Background: an optimization exercise with open tools, aiming at small area, a short achievable clock period and few clock cycles per item. Do not read the settings as production practice.
Function was checked by simulation only, so behaviour that the tests miss may differ from the original.

<file path="design/flow/run.sh">
#!/bin/bash
# synth_recipe.tcl (not shown) runs the flow's synth.tcl, then flattens the netlist and writes it again
# the make line also repeats each setting of config.mk as NAME=value (left out here)
make -C /OpenROAD-flow-scripts/flow DESIGN_CONFIG=/design/flow/config.mk WORK_HOME=/design/flow/orfs CLKGATE_MAP_FILE= SYNTH_SCRIPT=/design/flow/synth_recipe.tcl finish
</file>
<file path="design/flow/config.mk">
export PLATFORM = sky130hd
export DESIGN_NAME = rgbw_linear_fade_engine
export DESIGN_NICKNAME = rgbw_linear_fade_engine
export VERILOG_FILES = /design/flow/design.v
export SDC_FILE = /design/flow/constraint.sdc
export NUM_CORES = 4
export LEC_CHECK = 0
export CAP_MARGIN = 20
export CORE_MARGIN = 2
export CORE_UTILIZATION = 40
export CTS_CLUSTER_DIAMETER = 100
export CTS_CLUSTER_SIZE = 30
export SETUP_SLACK_MARGIN = 4.75
export SLEW_MARGIN = 20
</file>
<file path="design/flow/constraint.sdc">
create_clock -name core_clock -period 8.5 [get_ports {clk}]
set_input_delay 1.7000 -clock core_clock [delete_from_list [all_inputs] [get_ports {clk}]]
set_output_delay 1.7000 -clock core_clock [all_outputs]
set_load 0.01 [all_outputs]
</file>
<file path="design/flow/design.v">
package rlfe_pkg;
  localparam logic CMD_COLOR = 1'b0;
  localparam logic CMD_TICK  = 1'b1;
  localparam logic [7:0] FADE_INTERVAL_RESET = 8'd15;
  localparam int         NUM_CH              = 4;
endpackage
import rlfe_pkg::*;
module rgbw_linear_fade_engine #(
  parameter int LEVEL_BITS = 10
) (
  input  logic                  clk,
  input  logic                  rst,
  input  logic                  in_valid,
  output logic                  in_ready,
  input  logic                  cmd,
  input  logic [LEVEL_BITS-1:0] channel_0,
  input  logic [LEVEL_BITS-1:0] channel_1,
  input  logic [LEVEL_BITS-1:0] channel_2,
  input  logic [LEVEL_BITS-1:0] channel_3,
  input  logic                  fade_on,
  output logic                  out_valid,
  input  logic                  out_ready,
  output logic [LEVEL_BITS-1:0] drive_0,
  output logic [LEVEL_BITS-1:0] drive_1,
  output logic [LEVEL_BITS-1:0] drive_2,
  output logic [LEVEL_BITS-1:0] drive_3,
  output logic                  fade_done,
  input  logic                  cfg_valid,
  output logic                  cfg_ready,
  input  logic [7:0]            cfg_data
);
  localparam int LB = LEVEL_BITS;
  logic [7:0]    interval_q;
  logic [7:0]    tick_q;
  logic [LB-1:0] target_q [NUM_CH];
  logic [LB-1:0] mag_q    [NUM_CH];    
  logic          dir_q    [NUM_CH];    
  logic [LB:0]   d_q      [NUM_CH];    
  logic [LB-1:0] level_q  [NUM_CH];
  logic [LB-1:0] n_q;                  
  logic [LB-1:0] rem_q;                
  logic          s1_q;                 
  logic          s2_q;                 
  logic          ini_q;                
  logic          fading_q;
  logic          out_valid_q;
  logic          done_q;
  logic          in_ready_q;
  logic          pcolor_q;             
  logic          pfade_q;
  logic          pstep_q;              
  logic          pdone_q;
  logic [2:0]    win_q;                
  logic          hit_q;                
  logic [LB-1:0] in_lv    [NUM_CH];
  logic [LB:0]   sum      [NUM_CH];
  logic [LB-1:0] lvl_step [NUM_CH];
  logic          zero     [NUM_CH];    
  logic [LB-1:0] max01, max23, max_mag;
  logic          same;
  assign in_lv[0] = channel_0;
  assign in_lv[1] = channel_1;
  assign in_lv[2] = channel_2;
  assign in_lv[3] = channel_3;
  assign cfg_ready = 1'b1;
  assign in_ready  = in_ready_q;
  assign out_valid = out_valid_q;
  assign fade_done = done_q;
  assign drive_0   = level_q[0];
  assign drive_1   = level_q[1];
  assign drive_2   = level_q[2];
  assign drive_3   = level_q[3];
  logic       accept, acc_color, acc_tick, out_free, step_acc;
  logic [7:0] tick_inc, interval_eff;
  logic       step_done, color_done;
  logic       app_color, app_step, app_step_now;
  logic       fading_next, pcolor_next, pstep_next, out_valid_next, stall_next;
  logic [2:0] win_next;
  assign accept    = in_valid & in_ready_q;
  assign acc_color = accept & (cmd == CMD_COLOR);
  assign acc_tick  = accept & (cmd == CMD_TICK);
  assign out_free  = ~out_valid_q | out_ready;
  assign interval_eff = (interval_q == 8'd0) ? 8'd1 : interval_q;
  assign tick_inc     = tick_q + 8'd1;
  assign step_acc     = acc_tick & fading_q & hit_q;
  assign step_done    = rem_q == LB'(1);
  always_comb begin
    same = 1'b1;
    for (int c = 0; c < NUM_CH; c++)
      if (!zero[c]) same = 1'b0;
  end
  assign color_done = ~pfade_q | same;
  assign app_color    = pcolor_q & out_free;
  assign app_step_now = step_acc & out_free;
  assign app_step     = (step_acc | pstep_q) & out_free;
  assign pcolor_next    = acc_color | (pcolor_q & ~out_free);
  assign pstep_next     = (step_acc | pstep_q) & ~out_free;
  assign out_valid_next = (app_color | app_step) | (out_valid_q & ~out_ready);
  always_comb begin
    fading_next = fading_q;
    if (acc_color) fading_next = fade_on;
    else if (app_color) fading_next = ~color_done;
    else if (step_acc) fading_next = ~step_done;
  end
  logic [8:0] tick_p1, tick_p2;
  logic       h_same, h_inc, h_zero, hit_next, fading_cons;
  assign tick_p1  = {1'b0, tick_q} + 9'd1;
  assign tick_p2  = {1'b0, tick_q} + 9'd2;
  assign h_same   = tick_p1 >= {1'b0, interval_eff};
  assign h_inc    = tick_p2 >= {1'b0, interval_eff};
  assign h_zero   = interval_q <= 8'd1;
  always_comb begin
    if (acc_color) hit_next = h_zero;
    else if (acc_tick & fading_q) hit_next = hit_q ? h_zero : h_inc;
    else hit_next = h_same;
  end
  assign fading_cons = acc_color ? fade_on : app_color ? pfade_q : fading_next;
  assign win_next    = acc_color ? 3'd4 : app_color ? 3'd3 :
                       (win_q != 3'd0) ? win_q - 3'd1 : 3'd0;
  assign stall_next  = (win_next != 3'd0) & fading_cons & hit_next;
  logic s1m, inim;
  assign s1m  = s1_q & ~pcolor_q;
  assign inim = ini_q & ~pcolor_q & ~s1_q;
  always_comb begin
    for (int c = 0; c < NUM_CH; c++) begin
      logic          ge, sel, x_s1;
      logic [LB:0]   p, q, r, cs, cc;
      logic [LB-1:0] x;
      logic          run;
      ge   = ~d_q[c][LB];
      sel  = (inim | ge) & ~pcolor_q & ~s1_q;
      x_s1 = s1m & dir_q[c];
      p   = d_q[c];
      q   = {pcolor_q, mag_q[c] ^ {LB{x_s1}}};
      r   = sel ? {1'b1, ~n_q} : '0;
      cs  = p ^ q ^ r;
      cc  = {(p[LB-1:0] & q[LB-1:0]) | (p[LB-1:0] & r[LB-1:0]) | (q[LB-1:0] & r[LB-1:0]),
             pcolor_q | x_s1 | sel};
      sum[c]  = cs + cc;
      zero[c] = &cs[LB-1:0];    
      x   = level_q[c] ^ {LB{dir_q[c]}};
      run = ge;
      for (int b = 0; b < LB; b++) begin
        lvl_step[c][b] = level_q[c][b] ^ run;
        run = run & x[b];
      end
    end
    max01   = (mag_q[0] > mag_q[1]) ? mag_q[0] : mag_q[1];
    max23   = (mag_q[2] > mag_q[3]) ? mag_q[2] : mag_q[3];
    max_mag = (max01 > max23) ? max01 : max23;
  end
  always_ff @(posedge clk) begin
    if (rst) begin
      interval_q  <= FADE_INTERVAL_RESET;
      tick_q      <= '0;
      fading_q    <= 1'b0;
      out_valid_q <= 1'b0;
      in_ready_q  <= 1'b1;
      pcolor_q    <= 1'b0;
      pstep_q     <= 1'b0;
      win_q       <= '0;
      hit_q       <= 1'b0;
      for (int c = 0; c < NUM_CH; c++) target_q[c] <= '0;
    end else begin
      if (cfg_valid) interval_q <= cfg_data;
      fading_q <= fading_next;
      if (acc_color) tick_q <= '0;
      else if (acc_tick & fading_q) tick_q <= hit_q ? 8'd0 : tick_inc;
      hit_q <= hit_next;
      for (int c = 0; c < NUM_CH; c++)
        if (acc_color) target_q[c] <= in_lv[c];
      out_valid_q <= out_valid_next;
      pcolor_q    <= pcolor_next;
      pstep_q     <= pstep_next;
      win_q       <= win_next;
      in_ready_q  <= ~pstep_next & ~(pcolor_next & out_valid_next) & ~stall_next & ~cfg_valid;
    end
  end
  always_ff @(posedge clk) begin
    s1_q  <= app_color;
    s2_q  <= s1_q & ~app_color;
    ini_q <= s2_q & ~app_color;
    n_q   <= max_mag;
    if (inim) rem_q <= n_q;
    else if (step_acc) rem_q <= rem_q - LB'(1);
    if (acc_color) pfade_q <= fade_on;
    if (step_acc) pdone_q <= step_done;
    for (int c = 0; c < NUM_CH; c++) begin
      if (acc_color) mag_q[c] <= ~target_q[c];
      else if (app_color | s1m) mag_q[c] <= sum[c][LB-1:0];
      if (app_color) dir_q[c] <= sum[c][LB];
      if (acc_color) d_q[c] <= {1'b0, in_lv[c]};
      else if (app_color) d_q[c] <= '0;
      else if (inim | app_step) d_q[c] <= sum[c];
      if (app_color) level_q[c] <= pfade_q ? ~mag_q[c] : target_q[c];
      else if (app_step) level_q[c] <= lvl_step[c];
    end
    if (app_color) done_q <= color_done;
    else if (app_step_now) done_q <= step_done;
    else if (app_step) done_q <= pdone_q;
  end
endmodule
</file>
==> metrics.md, run 1 <==
| Metric | Value |
|---|---|
| I/O pins | `99` |
| Required @ worst endpoint | `8.65 ns` |
| Post-route DRC | `0` |
| Place WS | `2.95 ns` |
| Avg Inst Size Synth | `8.88 um^2` |
| EDFF count, synth | `137` |
| Area after DPL | `16600 um^2` |
| Yosys reg bits | `219` |
| DR WL/cell | `18.3 um` |
| Cell Rows | `71` |
| DIE AREA | `39500 um^2` |
| Worst hold path class | `reg -> reg` |
| Core Util, Final | `47.9%` |
| Setup Skew | `0.0305 ns` |
| Slew @ Worst Pin | `0.941 ns` |
| Share of post-route cells with drive strength above 1 | `11.2%` |
| Final net count | `2001` |
| Syn Nets | `1901` |
| Distinct cells, synth | `57` |
| Routed WL | `42700 um` |
| Worst EP arrival | `3.77 ns` |
| Global route total overflow | `0` |
| Crit path launch type | `primary input` |
| Final Hold Vio Count | `0` |
| Critical path peak fanout | `40` |
| CTS tree | `built` |
| Fillers | `3627` |
| Clock root buffer | `clkbuf_16` |
| Simple-Gate Fraction of Synth Area | `16.5%` |
| Cell count after synthesis | `1710` |
| Main combinational cell family by area after synthesis | `simple AND/OR/NAND/NOR gates` |
| Vias per cell | `5.26` |
| Antenna diodes | `0` |
| Final Cell Area | `17900 um^2` |
| GPL Wtd Cong | `0.901` |
| PortBufs | `97` |
| Cts bufs inserted | `14` |
| Post-synthesis xor/xnor area fraction | `8.65%` |
| Synth Flop Type | `edfxtp_1` |
| Final setup fails | `0` |
| Reg area | `5770 um^2` |
| Post-synthesis adder-cell area fraction | `13.4%` |
| Worst-Skew Late Latency | `0.51 ns` |
| RSZ-0062 raised after global routing | `false` |
| CTS HTree Levels | `1` |
| Vias in the first global route | `12000` |
| Fmax achieved | `0.276 GHz` |
| Setup TNS Final | `0 ns` |
| Area Growth Syn to Fin | `18.2%` |
| Synth Area in Compound Gates | `13.0%` |
| Die height | `199 um` |
| Global-route wire length before repair | `66400 um` |
| Via count | `12200` |
| Final antenna-violating net count | `0` |
| Die width | `199 um` |
| Mapped cell area | `15200 um^2` |
| GRT Util Overall | `21.7%` |
| Fin. max-slew vios | `0` |
| Clock sinks | `219` |
| Status | `timing/DRC/antenna clean` |
| Largest net degree at the start of global routing | `88` |
| Minimum clock period | `3.62 ns` |
| Initial drt markers | `857` |
| Setup Crit Path Kind | `in -> reg` |
| Slew HR | `37.3%` |
| Multi-input logic area | `8870 um^2` |
| Clock Path Buffers | `3` |
| Initial core utilization | `40.5%` |
| Detailed placement HPWL | `31200 um` |
| Worst Setup End Kind | `flip-flop` |
| Initial antenna violation count | `2` |
| Seq/Total Area, Yosys | `37.9%` |
| Worst-path clk slew | `0.10 ns` |
| TritonRoute pass-1 iters | `6` |
| Core footprint | `37500 um^2` |
| MaxCap Viol Count | `0` |
| Final worst-path cycle share | `42.6%` |
| Mux contribution to synthesized area | `4.02%` |
| Yosys warns | `10` |
| PnR worst setup slack | `4.88 ns` |
| Ys async rst share | `0%` |
-- metrics by stage --
stage                     std cells  hold WS (ns)
after floorplan                1710         0.406
after global placement         2258         0.410
after detailed placement       2258         0.415
after global routing           2329         0.493
final                          2329         0.442
after CTS                      2293         0.452
-- path summary, 6_finish.rpt --
path | from | end | slack, ns | depth (start not counted)
hold / removal | s2_q | ini_q | 0.44 | 1
setup reg to reg | pcolor_q | mag_q[3][8] | 4.89 | 14
setup / recovery | cmd | level_q[2][7] | 4.88 | 6
hold reg to reg | s2_q | ini_q | 0.44 | 1
-- kinds of logic after synthesis --
family | after synthesis
other | 1
AOI/OAI and AO/OA | 346
DFF | 219
adders and majority gates | 137
xor gates and xnor gates | 150
buffers and inverters | 259
and+or+nand+nor | 537
muxes | 61
-- synth_stat cells (5+ instances only) --
master / instances / share of area [%]
and3_1: 10 / 0.41
clkbuf_1: 59 / 1.5
buf_2: 9 / 0.30
nor2_1: 161 / 4.0
or3_1: 11 / 0.45
nand2_1: 188 / 4.6
or2_2: 44 / 1.8
xnor2_1: 71 / 4.1
mux2i_1: 61 / 4.0
and2_1: 8 / 0.33
nor2b_1: 10 / 0.41
nor4_1: 13 / 0.54
nor3b_1: 9 / 0.44
a31oi_1: 18 / 0.74
a21o_1: 12 / 0.59
o31ai_1: 5 / 0.25
o211ai_1: 7 / 0.35
fa_1: 44 / 5.8
dfxtp_1: 82 / 11
nand2b_1: 16 / 0.66
ha_1: 92 / 7.6
edfxtp_1: 137 / 27
a22oi_1: 5 / 0.25
o21a_1: 13 / 0.64
nor3_1: 21 / 0.69
xor2_1: 79 / 4.6
nand3_1: 16 / 0.53
nand4_1: 13 / 0.54
o21ai_1: 8 / 0.26
o21ai_0: 82 / 2.7
a21oi_1: 166 / 5.5
inv_1: 186 / 4.6
-- layout by cell type, fill, tap and decap left out, types with 15 or more instances in the layout --
cell,netlist,final
clkbuf_16,0,15
dfxtp_1,82,75
edfxtp_1,137,137
nand2b_1,16,16
xor2_1,79,78
clkdlybuf4s50_1,0,96
buf_4,1,51
fa_1,44,42
a21oi_1,166,160
ha_1,92,92
xnor2_1,71,70
nand2_1,188,180
mux2i_1,61,47
nor2_1,161,157
o21ai_0,82,76
or2_2,44,41
nor3_1,21,20
inv_1,186,181
nand3_1,16,15
-- flip-flops by register name, summed over array words and instances, names as in the netlist, 3 cells and up --
signal,count
d_q,44
level_q,40
mag_q,40
target_q,40
n_q,10
rem_q,10
interval_q,8
tick_q,8
dir_q,4
win_q,3
-- area by class of cell --
cell class	count	area share, %
Clock buffer	17	2.19
Clock inverter	7	0.579
Inverter	187	3.93
Multi-Input combinational cell	1232	49.4
Sequential cell	219	32.1
Tap cell	511	3.56
Timing Repair Buffer	156	8.17
-- routing by layer --
metal | share of wire, % | global-route usage (%) | up-vias
met3 | 5.7 | 2.59 | 57
met1 | 45 | 30.3 | 5908
li1 | - | - | 5977
met5 | 0 | 0 | -
met4 | 2.6 | 5.31 | 0
met2 | 46 | 35.9 | 306
-- timing repair --
item	in CTS	in global routing
setup buffers	11	36
gates resized for setup	31	72
hold buffers	0	0
pin swaps	4	13
endpoints found under the setup margin	207	130
-- critical path, cell delays in order --
cell and delay (ns):
clkdlybuf4s50_1 0.52, nand4_1 0.46, nor2_2 0.39, nor3_1 0.18, nor2_4 0.11, buf_6 0.33
Testbench counts, summed over its fixed seeds: cycles 41,136, results 13,995.
==> run 2: changes to the inputs <==
--- a/design/flow/config.mk
+++ b/design/flow/config.mk
@@ -9,6 +9,6 @@
 export CORE_MARGIN = 2
 export CORE_UTILIZATION = 40
 export CTS_CLUSTER_DIAMETER = 100
-export CTS_CLUSTER_SIZE = 30
+export CTS_CLUSTER_SIZE = 40
 export SETUP_SLACK_MARGIN = 4.75
 export SLEW_MARGIN = 20
==> run 2 against run 1 <==
Flip-flop and latch count unchanged. Still clean. Highest routed layer unchanged. Critical path type unchanged. Non-clock buffer count down 3.
==> metrics.md, run 2 <==
| Metric | Value |
|---|---|
| Fillers | `3635` |
| Required @ worst endpoint | `8.65 ns` |
| Avg Inst Size Synth | `8.88 um^2` |
| Fin Hold WS | `0.443 ns` |
| GPL Wtd Cong | `0.901` |
| EDFF count, synth | `137` |
| CTS tree | `built` |
| Clock root buffer | `clkbuf_16` |
| Synth Flop Type | `edfxtp_1` |
| Final net count | `1998` |
| Critical path peak fanout | `40` |
| Worst-path clk slew | `0.10 ns` |
| Clock sinks | `219` |
| Post-route DRC | `0` |
| Slew HR | `37.1%` |
| Initial antenna violation count | `2` |
| Final worst-path cycle share | `42.5%` |
| Antenna diodes | `0` |
| Final setup fails | `0` |
| PortBufs | `97` |
| Distinct cells, synth | `57` |
| Die height | `199 um` |
| Vias in the first global route | `12000` |
| CP Launch Point | `cmd` |
| Worst Setup End Kind | `flip-flop` |
| GRT Util Overall | `21.7%` |
| Ys async rst share | `0%` |
| Synth cell count leaders | `188 x nand2_1, 186 x inv_1, 166 x a21oi_1` |
| Worst EP arrival | `3.77 ns` |
| CTS HTree Levels | `1` |
| Initial core utilization | `40.5%` |
| Yosys reg bits | `219` |
| Count leader, synth | `nand2_1` |
| Crit path launch type | `primary input` |
| Global-route wire length before repair | `66300 um` |
| Worst hold path class | `reg -> reg` |
| Status | `timing/DRC/antenna clean` |
| Largest net degree at the start of global routing | `88` |
| Detailed placement HPWL | `31200 um` |
| I/O pins | `99` |
| Top reg by flops | `d_q` |
| Core footprint | `37500 um^2` |
| Via count | `12300` |
| Yosys warns | `10` |
| CTS Hold Buffers Added | `0` |
| Most frequent cells in the layout | `181 x nand2_1, 181 x inv_1, 160 x a21oi_1, 157 x nor2_1, 137 x edfxtp_1` |
| Setup Crit Path Kind | `in -> reg` |
| Setup TNS Final | `0 ns` |
| R2r startpoint | `pcolor_q` |
| Cell Rows | `71` |
| Final Hold Vio Count | `0` |
| Share of post-route cells with drive strength above 1 | `11.0%` |
| MaxCap Viol Count | `0` |
| Clock Path Buffers | `3` |
| Area Growth Syn to Fin | `17.8%` |
| Worst-Skew Late Latency | `0.51 ns` |
| Placed Cells | `2258` |
| Global route total overflow | `0` |
| DR WL/cell | `18.4 um` |
| Minimum clock period | `3.61 ns` |
| Routed WL | `42700 um` |
| Final antenna-violating net count | `0` |
| Cts bufs inserted | `14` |
| TritonRoute pass-1 iters | `5` |
| Slew @ Worst Pin | `0.944 ns` |
| Yosys top cell by area | `edfxtp_1` |
| Initial drt markers | `939` |
| Seq/Total Area, Yosys | `37.9%` |
| RSZ-0062 raised after global routing | `false` |
| Top post-synthesis cells by area | `edfxtp_1 27%, dfxtp_1 11%, ha_1 7.6%` |
| Die width | `199 um` |
| Cell count after synthesis | `1710` |
| Fmax achieved | `0.277 GHz` |
| Max reg flops | `44` |
| Fin. max-slew vios | `0` |
| Syn Nets | `1901` |
| Setup Skew | `0.0344 ns` |
| R2R Setup Slk | `4.92 ns` |
| Beginning of the worst hold path | `s2_q` |
| Vias per cell | `5.31` |
| Mapped cell area | `15200 um^2` |
| DIE AREA | `39500 um^2` |
| Core Util, Final | `47.7%` |
| Synth top area share | `27.1%` |
| Layout Cells excl Fill | `2326` |
==> run 2: cell counts after synthesis <==
Identical to the previous run, type by type.
==> run 2: cells by family after synthesis <==
group / synth area share (%)
simple gates: 16.5
compound gates: 13.0
buf+inv: 6.50
flops: 37.9
xor+xnor: 8.65
fa+ha+maj: 13.4
mux: 4.02
other cells: 0.0247
==> run 2: what timing repair did <==
item	CTS	global route
resized for setup	31	70
endpoints found under the setup margin	207	130
pin swaps	4	13
buffers inserted	11	33
==> run 2: per-layer routing <==
layer	GRT usage, %	routed length (um)	up-vias	part of all wire (%)
met5	0	0	-	0
met4	4.89	1110	0	2.6
met3	2.63	2170	64	5.1
met2	35.9	19800	321	46
met1	30.3	19600	5988	46
li1	-	-	5974	-
==> run 2: worst paths after layout <==
| check | to | cells past startpoint |
|---|---|---|
| worst max-delay path | level_q[2][7] | 6 |
| worst min-delay path | ini_q | 1 |
| worst max register to register | mag_q[3][8] | 14 |
| worst min register to register | ini_q | 1 |
==> run 2: area by class of cell <==
class | instances | area, um^2 | share of cell area [%]
clock buffer | 16 | 379 | 2.12
clock inverter | 8 | 91.3 | 0.511
inverter | 187 | 706 | 3.95
multi-input combinational | 1232 | 8860 | 49.5
sequential | 219 | 5770 | 32.2
tap | 511 | 639 | 3.57
timing repair buffer | 153 | 1440 | 8.07
==> run 2: through the flow <==
step / cell area [um^2] / worst slack [ns]
after floorplan: 15200 / 4.84
after global routing: 17900 / 4.75
after CTS: 17300 / 4.75
final: 17900 / 4.89
after global placement: 16600 / 3.12
after detailed placement: 16600 / 2.95
==> run 2: worst max-delay path: stages <==
cell	delay, ns
clkdlybuf4s50_1	0.51
nand4_1	0.46
nor2_2	0.38
nor3_1	0.18
nor2_4	0.11
buf_6	0.33
==> run 3: changes to the inputs <==
--- a/design/flow/config.mk
+++ b/design/flow/config.mk
@@ -8,7 +8,7 @@
 export CAP_MARGIN = 20
 export CORE_MARGIN = 2
 export CORE_UTILIZATION = 40
-export CTS_CLUSTER_DIAMETER = 100
+export CTS_CLUSTER_DIAMETER = 60
 export CTS_CLUSTER_SIZE = 40
 export SETUP_SLACK_MARGIN = 4.75
 export SLEW_MARGIN = 20
==> run 3 against run 2 <==
Largest cell class unchanged. Fmax is 1.1% lower. Still clean on timing, DRC and antenna. Non-clock buffer count decreased by 5. First-iteration DRC count is 6.3% higher. Sequential share of layout area fell by 0.45 points. Setup slack got worse by 0.040 ns. Clock skew is 0.00095 ns lower. Worst hold slack worse by 0.036 ns. Synthesized cell count unchanged. Critical path depth up 8. Critical endpoint is now d_q[3][8]. Routed wire length increased by 0.42%.
==> metrics.md, run 3 <==
| Metric | Value |
|---|---|
| Final net count | `2002` |
| Crit path launch type | `flip-flop` |
| Worst hold path class | `reg -> reg` |
| Avg Inst Size Synth | `8.88 um^2` |
| Vias per cell | `5.27` |
| Final Hold Vio Count | `0` |
| I/O pins | `99` |
| Vias in the first global route | `12000` |
| Detailed placement HPWL | `31200 um` |
| Worst Setup End Kind | `flip-flop` |
| Slew HR | `38.3%` |
| Status | `timing/DRC/antenna clean` |
| Fin. max-slew vios | `0` |
| Die width | `199 um` |
| Fmax achieved | `0.274 GHz` |
| Fillers | `3588` |
| Cell Rows | `71` |
| Global route total overflow | `0` |
| Count leader, synth | `nand2_1` |
| TritonRoute pass-1 iters | `5` |
| MaxCap Viol Count | `0` |
| Setup Crit Path Kind | `reg -> reg` |
| Clock sinks | `219` |
| Yosys reg bits | `219` |
| Top post-synthesis cells by area | `edfxtp_1 27%, dfxtp_1 11%, ha_1 7.6%` |
| Synth top area share | `27.1%` |
| Seq/Total Area, Yosys | `37.9%` |
| Die height | `199 um` |
| Top reg by flops | `d_q` |
| EDFF count, synth | `137` |
| Syn Nets | `1901` |
| Max reg flops | `44` |
| Most frequent cells in the layout | `182 x inv_1, 180 x nand2_1, 160 x a21oi_1, 157 x nor2_1, 137 x edfxtp_1` |
| Clock root buffer | `clkbuf_16` |
| Cell count after synthesis | `1710` |
| Distinct cells, synth | `57` |
| Minimum clock period | `3.65 ns` |
| Fin Hold WS | `0.406 ns` |
| PortBufs | `97` |
| Worst EP arrival | `3.93 ns` |
| Routed WL | `42900 um` |
| Via count | `12300` |
| Synth cell count leaders | `188 x nand2_1, 186 x inv_1, 166 x a21oi_1` |
| Slew @ Worst Pin | `0.925 ns` |
| CTS tree | `built` |
| R2r startpoint | `pcolor_q` |
| Yosys top cell by area | `edfxtp_1` |
| Cts bufs inserted | `23` |
| Initial drt markers | `998` |
| Critical path peak fanout | `11` |
| Synth Flop Type | `edfxtp_1` |
| Commonest non-fill, non-tap cell in the layout | `inv_1` |
| Clock Path Buffers | `3` |
| R2r endpoint | `d_q[3][8]` |
| Mapped cell area | `15200 um^2` |
| CP Launch Point | `pcolor_q` |
| Global-route wire length before repair | `66300 um` |
| Yosys warns | `10` |
| GRT Util Overall | `21.7%` |
| Hold EP | `ini_q` |
| DIE AREA | `39500 um^2` |
| Final antenna-violating net count | `0` |
| RSZ-0062 raised after global routing | `true` |
| R2R Setup Slk | `4.85 ns` |
| Beginning of the worst hold path | `s2_q` |
| Worst-Skew Late Latency | `0.55 ns` |
| Post-route DRC | `0` |
| Area Growth Syn to Fin | `19.4%` |
| Initial antenna violation count | `1` |
| Core footprint | `37500 um^2` |
| Setup Skew | `0.0334 ns` |
| Setup TNS Final | `0 ns` |
| Share of post-route cells with drive strength above 1 | `11.5%` |
| Required @ worst endpoint | `8.78 ns` |
| Largest net degree at the start of global routing | `88` |
| Initial core utilization | `40.5%` |
| GPL Wtd Cong | `0.901` |
| Final setup fails | `0` |
| Ys async rst share | `0%` |
| Worst hold path depth | `1` |
| Cells on worst reg2reg path | `14` |
| Final worst-path cycle share | `43.0%` |
| DR WL/cell | `18.3 um` |
| Worst-path clk slew | `0.07 ns` |
| CTS HTree Levels | `1` |
==> run 3: cell types whose count changed in the layout (fill, tap and decap cells not counted), sizes merged <==
cell / change
diode: +1
clkbuf: +7
clkinv: +3
buf: -4
inv: +4
bufinv: +3
==> run 3: through the flow <==
| step | setup WS, ns | area, um^2 | util [%] | cells |
|---|---|---|---|---|
| 6_report | 4.85 | 18100 | 48.4 | 2340 |
| 5_1_grt | 4.66 | 18100 | 48.4 | 2339 |
| 4_1_cts | 4.72 | 17700 | 47.1 | 2313 |
| 3_5_place_dp | 2.95 | 16600 | 44.4 | 2258 |
| 3_3_place_gp | 3.12 | 16600 | 44.3 | 2258 |
| 2_1_floorplan | 4.84 | 15200 | - | 1710 |
==> run 3: layout make-up <==
| cell class | instances | area [um^2] | share of cell area [%] |
|---|---|---|---|
| Inverter | 187 | 702 | 3.87 |
| Multi-Input combinational cell | 1232 | 8840 | 48.7 |
| Antenna cell | 1 | 2.50 | 0.0138 |
| Timing Repair Buffer | 148 | 1390 | 7.68 |
| Clock inverter | 18 | 215 | 1.19 |
| Sequential cell | 219 | 5770 | 31.8 |
| Tap cell | 511 | 639 | 3.53 |
| Clock buffer | 24 | 579 | 3.19 |
==> run 3: kinds of logic (layout without fill, tap and decap cells) <==
| logic type | Yosys count | count (layout) | synth area share (%) |
|---|---|---|---|
| buffers and inverters | 259 | 377 | 6.50 |
| flip-flops | 219 | 219 | 37.9 |
| other | 1 | 2 | 0.0247 |
| multiplexers | 61 | 61 | 4.02 |
| adder cells (fa/ha/maj) | 137 | 137 | 13.4 |
| XOR/XNOR | 150 | 150 | 8.65 |
| AO/OA/AOI/OAI | 346 | 346 | 13.0 |
| AND/OR/NAND/NOR | 537 | 537 | 16.5 |
==> run 3: worst max path at each step <==
stage | slack, ns | cells past startpoint | endpoint
finish | 4.85 | 14 | d_q[3][8]
global route | 4.66 | 9 | d_q[0][2]
global placement | 3.12 | 7 | d_q[1][7]
CTS | 4.72 | 13 | d_q[3][8]
floorplan | 4.84 | 4 | level_q[0][0]
detailed placement | 2.95 | 7 | d_q[1][7]
==> run 3: routing by layer <==
metal / vias to the layer above / global-route usage, % / wire length, um
met5: - / 0 / 0
met4: 0 / 5.31 / 1010
met3: 55 / 2.66 / 2390
met2: 345 / 35.5 / 20000
met1: 5955 / 30.4 / 19500
li1: 5984 / - / -
==> run 3: critical path: stages, from the launching register on <==
cell	delay, ns
dfxtp_4	0.38
nor2_4	0.17
o21ai_0	0.10
buf_4	0.17
or2_2	0.30
fa_2	0.59
inv_1	0.05
ha_1	0.22
fa_2	0.42
a21oi_4	0.16
o211ai_1	0.14
or2_4	0.26
nand2_2	0.10
xor2_4	0.20
o21ai_0	0.12
==> run 3: repair_timing <==
item | in CTS | in global routing
hold buffers | 0 | 0
endpoints found under the setup margin | 206 | 133
buffers inserted | 13 | 26
pin swaps | 6 | 12
resized for setup | 32 | 63
==> run 4: changes to the inputs <==
--- a/design/flow/config.mk
+++ b/design/flow/config.mk
@@ -8,7 +8,5 @@
 export CAP_MARGIN = 20
 export CORE_MARGIN = 2
 export CORE_UTILIZATION = 40
-export CTS_CLUSTER_DIAMETER = 60
-export CTS_CLUSTER_SIZE = 40
 export SETUP_SLACK_MARGIN = 4.75
 export SLEW_MARGIN = 20
==> run 4 against run 3 <==
Clock-buffer cell count rose by 7. Via count up 0.44%. Critical path depth did not move. Largest cell class unchanged.
==> metrics.md, run 4 <==
| Metric | Value |
|---|---|
| Setup Crit Path Kind | `reg -> reg` |
| Clock sinks | `219` |
| GR Util met1 | `30.2%` |
| Worst Setup End Kind | `flip-flop` |
| Placed Cells | `2258` |
| Fmax achieved | `0.274 GHz` |
| Cell count after synthesis | `1710` |
| RSZ-0062 raised after global routing | `true` |
| Routed WL | `43100 um` |
| Ys async rst share | `0%` |
| Final antenna-violating net count | `0` |
| Max reg flops | `44` |
| Clock Path Buffers | `3` |
| EDFF count, synth | `137` |
| Worst-path clk slew | `0.06 ns` |
| I/O pins | `99` |
| Initial core utilization | `40.5%` |
| Top reg by flops | `d_q` |
| Avg Inst Size Synth | `8.88 um^2` |
| Slew HR | `37.2%` |
| Fin Hold WS | `0.430 ns` |
| Worst hold path class | `reg -> reg` |
| Post-route DRC | `0` |
| Status | `timing/DRC/antenna clean` |
| Seq/Total Area, Yosys | `37.9%` |
| Global-route wire length before repair | `66600 um` |
| Yosys top cell by area | `edfxtp_1` |
| DIE AREA | `39500 um^2` |
| PortBufs | `97` |
| Fin. max-slew vios | `0` |
| Crit path launch type | `flip-flop` |
| Vias per cell | `5.29` |
| Final setup fails | `0` |
| Required @ worst endpoint | `8.80 ns` |
| GPL Wtd Cong | `0.901` |
| Synth top area share | `27.1%` |
| Yosys warns | `10` |
| Syn Nets | `1901` |
| Global route total overflow | `0` |
| Final Hold Vio Count | `0` |
| MaxCap Viol Count | `0` |
| Area Growth Syn to Fin | `20.6%` |
| M2 GR Usage | `35.9%` |
| GRT Util Overall | `21.8%` |
| Detailed placement HPWL | `31200 um` |
| Commonest non-fill, non-tap cell in the layout | `inv_1` |
| Synth cell count leaders | `188 x nand2_1, 186 x inv_1, 166 x a21oi_1` |
| Initial antenna violation count | `0` |
| Cts bufs inserted | `26` |
| Via count | `12400` |
| Slew @ Worst Pin | `0.942 ns` |
| DR WL/cell | `18.4 um` |
| Reg area | `5770 um^2` |
| Critical path peak fanout | `11` |
| Vias in the first global route | `12100` |
| Most frequent cells in the layout | `182 x inv_1, 181 x nand2_1, 160 x a21oi_1, 157 x nor2_1, 137 x edfxtp_1` |
| Setup TNS Final | `0 ns` |
| Die height | `199 um` |
| Antenna diodes | `0` |
| Multi-input logic area | `8860 um^2` |
| Final net count | `2004` |
| Initial drt markers | `895` |
| Count leader, synth | `nand2_1` |
| Largest net degree at the start of global routing | `88` |
| GRT Max-Usage Layer | `met2` |
| Worst-Skew Late Latency | `0.56 ns` |
| Setup Skew | `0.0493 ns` |
| CTS tree | `built` |
| Top post-synthesis cells by area | `edfxtp_1 27%, dfxtp_1 11%, ha_1 7.6%` |
| Cell Rows | `71` |
| Clock root buffer | `clkbuf_16` |
| CTS HTree Levels | `1` |
| Die width | `199 um` |
| Core Util, Final | `48.9%` |
| Layout Cells excl Fill | `2344` |
| Mapped cell area | `15200 um^2` |
| Core footprint | `37500 um^2` |
| Fillers | `3595` |
| Worst EP arrival | `3.95 ns` |
| Final worst-path cycle share | `42.9%` |
| Minimum clock period | `3.64 ns` |
| TritonRoute pass-1 iters | `5` |
| Synth Flop Type | `edfxtp_1` |
| Share of post-route cells with drive strength above 1 | `11.5%` |
| Routing usage on met3 | `2.54%` |
| Yosys reg bits | `219` |
| Distinct cells, synth | `57` |
==> run 4: cell families after synthesis <==
group	Yosys count	share of synthesized area (%)
and+or+nand+nor	537	16.5
AOI/OAI and AO/OA	346	13.0
buffers and inverters	259	6.50
DFF	219	37.9
xor gates and xnor gates	150	8.65
adders and majority gates	137	13.4
muxes	61	4.02
other	1	0.0247
==> run 4: stage by stage <==
step                      setup slack [ns]  area [um^2]
after floorplan                       4.84        15200
after global placement                3.12        16600
after detailed placement              2.95        16600
after CTS                             4.74        17800
after global routing                  4.70        18300
final                                 4.86        18300
==> run 4: what timing repair did <==
item                       in CTS  in global routing
hold buffers                    0                  0
pin swaps                       5                  8
resized for setup              30                 67
setup endpoints to repair     202                154
buffers inserted               13                 25
==> run 4: final timing paths <==
check	slack [ns]	endpoint	start	cells past startpoint
max	4.86	d_q[3][8]	pcolor_q	14
min	0.43	ini_q	s2_q	1
max reg2reg	4.86	d_q[3][8]	pcolor_q	14
min reg2reg	0.43	ini_q	s2_q	1
==> run 4: routing by layer <==
metal	up-vias	routed length [um]
li1	5995	-
met1	5961	19300
met2	366	19900
met3	71	2690
met4	0	1210
met5	-	0
==> run 4: critical path: stages, from the launching register on <==
cell,delay (ns)
dfxtp_4,0.40
nor2_4,0.15
o21ai_0,0.10
buf_4,0.17
or2_2,0.29
fa_2,0.54
inv_1,0.05
ha_1,0.22
fa_2,0.37
a21oi_2,0.19
o211ai_1,0.14
or2_2,0.33
nand2_1,0.11
xor2_2,0.23
o21ai_0,0.14
==> run 4: layout make-up <==
cell class | count | area share, %
Sequential cell | 219 | 31.5
Tap cell | 511 | 3.49
Timing Repair Buffer | 147 | 7.65
Clock buffer | 31 | 3.71
Multi-Input combinational cell | 1232 | 48.4
Inverter | 187 | 3.83
Clock inverter | 17 | 1.48
==> run 5: changes to the inputs <==
--- a/design/flow/config.mk
+++ b/design/flow/config.mk
@@ -8,5 +8,7 @@
 export CAP_MARGIN = 20
 export CORE_MARGIN = 2
 export CORE_UTILIZATION = 40
+export CTS_CLUSTER_DIAMETER = 80
+export CTS_CLUSTER_SIZE = 30
 export SETUP_SLACK_MARGIN = 4.75
 export SLEW_MARGIN = 20
==> run 5 against run 4 <==
Register-to-register slack about the same. Synthesized area stayed put. Flip-flop and latch count unchanged. Clock skew decreased by 0.018 ns. Largest cell class unchanged.
==> metrics.md, run 5 <==
| Metric | Value |
|---|---|
| Final setup fails | `0` |
| Fmax achieved | `0.275 GHz` |
| Setup TNS Final | `0 ns` |
| RSZ-0062 raised after global routing | `true` |
| Most frequent cells in the layout | `182 x inv_1, 181 x nand2_1, 162 x a21oi_1, 157 x nor2_1, 137 x edfxtp_1` |
| Antenna diodes | `0` |
| Synth top area share | `27.1%` |
| R2R Setup Slk | `4.86 ns` |
| EDFF count, synth | `137` |
| PortBufs | `97` |
| DIE AREA | `39500 um^2` |
| M2 GR Usage | `36.0%` |
| Vias per cell | `5.26` |
| Clock sinks | `219` |
| Clock Path Buffers | `3` |
| Fillers | `3607` |
| Clock root buffer | `clkbuf_16` |
| Via count | `12300` |
| PnR worst setup slack | `4.86 ns` |
| Core footprint | `37500 um^2` |
| Required @ worst endpoint | `8.75 ns` |
| Distinct cells, synth | `57` |
| Top post-synthesis cells by area | `edfxtp_1 27%, dfxtp_1 11%, ha_1 7.6%` |
| I/O pins | `99` |
| Crit path launch type | `flip-flop` |
| Final worst-path cycle share | `42.8%` |
| Detailed placement HPWL | `31200 um` |
| Global route total overflow | `0` |
| Initial drt markers | `902` |
| Avg Inst Size Synth | `8.88 um^2` |
| CTS HTree Levels | `1` |
| Setup Crit Path Kind | `reg -> reg` |
| TritonRoute pass-1 iters | `5` |
| MaxCap Viol Count | `0` |
| DR WL/cell | `18.3 um` |
| Yosys top cell by area | `edfxtp_1` |
| GRT Max-Usage Layer | `met2` |
| GR Util met1 | `30.4%` |
| Status | `timing/DRC/antenna clean` |
| Routing usage on met3 | `2.42%` |
| Cell Rows | `71` |
| Fin. max-slew vios | `0` |
| Mapped cell area | `15200 um^2` |
| Largest net degree at the start of global routing | `88` |
| Worst EP arrival | `3.90 ns` |
| Seq/Total Area, Yosys | `37.9%` |
| Yosys reg bits | `219` |
| GPL Wtd Cong | `0.901` |
| Count leader, synth | `nand2_1` |
| Worst-Skew Late Latency | `0.52 ns` |
| Share of post-route cells with drive strength above 1 | `11.1%` |
| Global-route wire length before repair | `66700 um` |
| GRT Util Overall | `21.7%` |
| Slew @ Worst Pin | `0.929 ns` |
| CTS tree | `built` |
| Cts bufs inserted | `16` |
| Die height | `199 um` |
| Synth cell count leaders | `188 x nand2_1, 186 x inv_1, 166 x a21oi_1` |
| Synth Flop Type | `edfxtp_1` |
| Place WS | `2.95 ns` |
| Die width | `199 um` |
| Vias in the first global route | `12100` |
| Critical path peak fanout | `11` |
| Beginning of the worst hold path | `s2_q` |
| CP Launch Point | `pcolor_q` |
| Ys async rst share | `0%` |
| Reg area | `5770 um^2` |
| Initial antenna violation count | `1` |
| Routed WL | `42600 um` |
| Worst hold path class | `reg -> reg` |
| Slew HR | `38.1%` |
| Final net count | `2000` |
| Worst-path clk slew | `0.11 ns` |
| Worst Setup End Kind | `flip-flop` |
| Area Growth Syn to Fin | `18.8%` |
| Top reg by flops | `d_q` |
| Multi-input logic area | `8850 um^2` |
| Final Hold Vio Count | `0` |
| Setup Skew | `0.0318 ns` |
| R2r startpoint | `pcolor_q` |
| Commonest non-fill, non-tap cell in the layout | `inv_1` |
| Cell count after synthesis | `1710` |
| Initial core utilization | `40.5%` |
| Post-route DRC | `0` |
| Minimum clock period | `3.64 ns` |
| Max reg flops | `44` |
| Final antenna-violating net count | `0` |
| Syn Nets | `1901` |
| Yosys warns | `10` |
run 5: cell count changes in the layout (fill, tap and decap cells not counted), moves of 4 or more:
cell | previous run | this run
clkinv_2 | 5 | 0
bufinv_16 | 7 | 2
buf_4 | 43 | 49
clkbuf_1 | 4 | 0
clkbuf_16 | 26 | 17
run 5: per-layer routing:
metal	wire length (um)	vias up
li1	-	5969
met1	19600	5917
met2	19900	327
met3	2170	51
met4	949	0
met5	0	-
run 5: final timing paths:
kind / to / cells after the start
min: ini_q / 1
min reg2reg: ini_q / 1
max reg2reg: d_q[3][8] / 14
max: d_q[3][8] / 14
run 5: logic make-up (layout without fill, tap and decap cells):
logic type,Yosys count,count (layout),synth area share [%]
AO/OA/AOI/OAI,346,346,13.0
XOR/XNOR,150,150,8.65
adder cells (fa/ha/maj),137,137,13.4
buffers and inverters,259,368,6.50
flip-flops,219,219,37.9
multiplexers,61,61,4.02
other,1,1,0.0247
AND/OR/NAND/NOR,537,537,16.5
run 5: repair_timing:
action | 4_1_cts | 5_1_grt
hold buffers | 0 | 0
pin swaps | 6 | 11
buffers inserted | 14 | 30
endpoints found under the setup margin | 207 | 124
gates resized for setup | 36 | 59
run 5: critical path: stages (launching register included):
cell	delay, ns
dfxtp_4	0.39
nor2_4	0.12
o21ai_0	0.09
buf_4	0.17
or2_2	0.30
fa_2	0.58
inv_1	0.05
ha_2	0.19
fa_2	0.40
a21oi_4	0.17
o211ai_1	0.16
or2_4	0.27
nand2_1	0.10
xor2_2	0.23
o21ai_0	0.13
run 5: per-stage QoR:
stage / hold WS (ns) / std cells / instance area, um^2 / utilization [%]
after floorplan: 0.406 / 1710 / 15200 / -
after global routing: 0.490 / 2330 / 18000 / 48.1
after CTS: 0.476 / 2300 / 17500 / 46.8
after global placement: 0.410 / 2258 / 16600 / 44.3
final: 0.471 / 2330 / 18000 / 48.1
after detailed placement: 0.415 / 2258 / 16600 / 44.4
run 5: area by class of cell:
cell class / instances / area share [%]
timing repair buffer: 153 / 8.02
multi-input combinational: 1232 / 49.0
tap: 511 / 3.54
sequential: 219 / 32.0
clock buffer: 17 / 2.36
clock inverter: 11 / 1.18
inverter: 187 / 3.89
==> run 6: changes to the inputs <==
--- a/design/flow/config.mk
+++ b/design/flow/config.mk
@@ -9,6 +9,6 @@
 export CORE_MARGIN = 2
 export CORE_UTILIZATION = 40
 export CTS_CLUSTER_DIAMETER = 80
-export CTS_CLUSTER_SIZE = 30
+export CTS_CLUSTER_SIZE = 40
 export SETUP_SLACK_MARGIN = 4.75
 export SLEW_MARGIN = 20
==> run 6 against run 5 <==
Synthesized cell count did not move. Die area did not move. Sequential share of layout area barely moved. Routed wire length rose by 0.28%. Clock-buffer cell count rose by 1. Design area barely moved. Non-clock buffer count rose by 2. First-iteration DRC count fell by 14%. Utilization barely moved. Critical endpoint is now mag_q[3][8].
==> metrics.md, run 6 <==
| Metric | Value |
|---|---|
| Cell count after synthesis | `1710` |
| Die height | `199 um` |
| Synth Flop Type | `edfxtp_1` |
| Fin Hold WS | `0.446 ns` |
| Largest net degree at the start of global routing | `88` |
| Crit path launch type | `flip-flop` |
| Post-route DRC | `0` |
| CP Launch Point | `pcolor_q` |
| Slew HR | `38.1%` |
| EDFF count, synth | `137` |
| Worst EP arrival | `3.90 ns` |
| R2r startpoint | `pcolor_q` |
| Yosys top cell by area | `edfxtp_1` |
| RSZ-0062 raised after global routing | `false` |
| GRT Util Overall | `21.7%` |
| Fmax achieved | `0.273 GHz` |
| Area Growth Syn to Fin | `18.7%` |
| Yosys warns | `10` |
| Max reg flops | `44` |
| Count leader, synth | `nand2_1` |
| Syn Nets | `1901` |
| Clock Path Buffers | `3` |
| Delay of the slowest critical-path stage | `0.58 ns` |
| Vias per cell | `5.31` |
| Setup TNS Final | `0 ns` |
| R2R Setup Slk | `4.84 ns` |
| Critical path peak fanout | `11` |
| Share of post-route cells with drive strength above 1 | `11.3%` |
| Ys async rst share | `0%` |
| DR WL/cell | `18.3 um` |
| CTS HTree Levels | `1` |
| Initial antenna violation count | `0` |
| Synth top area share | `27.1%` |
| Final setup fails | `0` |
| Global route total overflow | `0` |
| Vias in the first global route | `12000` |
| Clock sinks | `219` |
| Area after DPL | `16600 um^2` |
| Worst hold path class | `reg -> reg` |
| Setup Skew | `0.0203 ns` |
| Yosys reg bits | `219` |
| DIE AREA | `39500 um^2` |
| TritonRoute pass-1 iters | `5` |
| Worst Setup End Kind | `flip-flop` |
| Worst-Skew Late Latency | `0.51 ns` |
| Worst-path clk slew | `0.09 ns` |
| PortBufs | `97` |
| Place WS | `2.95 ns` |
| Initial drt markers | `774` |
| CTS tree | `built` |
| Final net count | `2002` |
| Die width | `199 um` |
| Mapped cell area | `15200 um^2` |
| Final Hold Vio Count | `0` |
| Cell Rows | `71` |
| Antenna diodes | `0` |
| Status | `timing/DRC/antenna clean` |
| Required @ worst endpoint | `8.74 ns` |
| Crit path max-delay cell type | `fa_2` |
| Detailed placement HPWL | `31200 um` |
| Worst path most repeated cell | `fa_2` |
| MaxCap Viol Count | `0` |
| Setup Crit Path Kind | `reg -> reg` |
| Final Cell Area | `18000 um^2` |
| Core Util, Final | `48.1%` |
| Crit path to | `mag_q[3][8]` |
| Initial core utilization | `40.5%` |
| Avg Inst Size Synth | `8.88 um^2` |
| Minimum clock period | `3.66 ns` |
| Distinct cells, synth | `57` |
| Routed WL | `42700 um` |
| Synth cell count leaders | `188 x nand2_1, 186 x inv_1, 166 x a21oi_1` |
| Fin. max-slew vios | `0` |
| Slew @ Worst Pin | `0.928 ns` |
| Cells on worst reg2reg path | `14` |
| Commonest non-fill, non-tap cell in the layout | `inv_1` |
| Most frequent cells in the layout | `182 x inv_1, 180 x nand2_1, 161 x a21oi_1, 157 x nor2_1, 137 x edfxtp_1` |
| Seq/Total Area, Yosys | `37.9%` |
| Final worst-path cycle share | `43.0%` |
| PnR worst setup slack | `4.84 ns` |
| Clock root buffer | `clkbuf_16` |
| R2r endpoint | `mag_q[3][8]` |
| Top reg by flops | `d_q` |
| Cts bufs inserted | `16` |
| Global-route wire length before repair | `66300 um` |
| Critical path cell sequence | `nor2_4, o21ai_0, buf_4, or2_2, fa_2, inv_1, ha_1, fa_2, a21oi_2, o211ai_1, or2_4, nand2_2, xor2_4, mux2i_1` |
| Core footprint | `37500 um^2` |
| GPL Wtd Cong | `0.901` |
| Top post-synthesis cells by area | `edfxtp_1 27%, dfxtp_1 11%, ha_1 7.6%` |
| I/O pins | `99` |
| Via count | `12400` |
| Final antenna-violating net count | `0` |
## run 6: through the flow
stage | std cells
5_1_grt | 2332
6_report | 2332
2_1_floorplan | 1710
4_1_cts | 2297
3_3_place_gp | 2258
3_5_place_dp | 2258
## run 6: how the worst min path moves through the flow
stage / slack [ns] / cells past startpoint / from / end
after global placement: 0.41 / 1 / s2_q / ini_q
after detailed placement: 0.41 / 1 / s2_q / ini_q
after global routing: 0.49 / 2 / target_q[1][3] / target_q[1][3]
after floorplan: 0.41 / 1 / s2_q / ini_q
final: 0.45 / 1 / s2_q / ini_q
after CTS: 0.45 / 1 / s2_q / ini_q
## run 6: worst max-delay path: cells and delay by family, from the launching register on
family / cells / cell delay [ns]
compound gates: 3 / 0.45
buf+inv: 2 / 0.22
mux: 1 / 0.10
simple gates: 4 / 0.83
flops: 1 / 0.39
xor+xnor: 1 / 0.22
fa+ha+maj: 3 / 1.19
## run 6: cells by family after synthesis
group           after synthesis  share of synthesized area [%]
simple gates                537                           16.5
compound gates              346                           13.0
buf+inv                     259                           6.50
flops                       219                           37.9
xor+xnor                    150                           8.65
fa+ha+maj                   137                           13.4
mux                          61                           4.02
other cells                   1                         0.0247
## run 6: cell type report
type                       instances  area, um^2
inverter                         187         706
tap                              511         639
sequential                       219        5770
timing repair buffer             155        1460
fill                            3637       19500
clock inverter                    10         136
clock buffer                      18         439
multi-input combinational       1232        8880
## run 6: timing repair
item                                    CTS  global route
setup buffers                            11            35
hold buffers                              0             0
endpoints found under the setup margin  207           131
pin swaps                                 4            15
resized for setup                        32            70
## run 6: metal layers
layer	wire length [um]	GRT usage, %	vias to the layer above	part of all wire (%)
li1	-	-	5979	-
met4	1010	5.09	0	2.4
met2	20000	36.0	354	47
met3	2490	2.70	64	5.8
met5	0	0	-	0
met1	19200	30.1	5984	45

-- separate check: timing with driven ports --
No port has a modelled driver above. Below, the same layouts with a new extraction and two added sets of constraints. Step 1 assumes that a clkbuf_16 drives the clock port and a buf_2 every other input. Step 2 times the ports against the registers' clock, not the clock port: input delays grow and output delays shrink by t, the midpoint of the rising clock arrivals with the driver on. Slacks: ideal ports / drivers / drivers and shift; pairs: ideal ports / drivers.
run | shift t [ns] | slack for setup (ns) | worst setup path at the end | clock arrival spread, ns | pins driven straight from the clock port
run 1 | 0.549 | 4.883 / 4.887 / 4.363 | input to register | 0.030 / 0.031 | 1
run 2 | 0.548 | 4.887 / 4.918 / 4.369 | input to register | 0.034 / 0.035 | 1
run 3 | 0.590 | 4.847 / 4.847 / 4.300 | input to register | 0.034 / 0.034 | 1
run 4 | 0.593 | 4.856 / 4.856 / 4.298 | input to register | 0.050 / 0.050 | 1
run 5 | 0.558 | 4.858 / 4.858 / 4.339 | input to register | 0.032 / 0.032 | 1
run 6 | 0.557 | 4.843 / 4.843 / 4.333 | input to register | 0.024 / 0.023 | 1
After both steps every run listed still meets setup and hold. For run 4, which loses most, drivers alone change the setup slack by 0.000 ns; drivers and shift together by -0.558 ns.
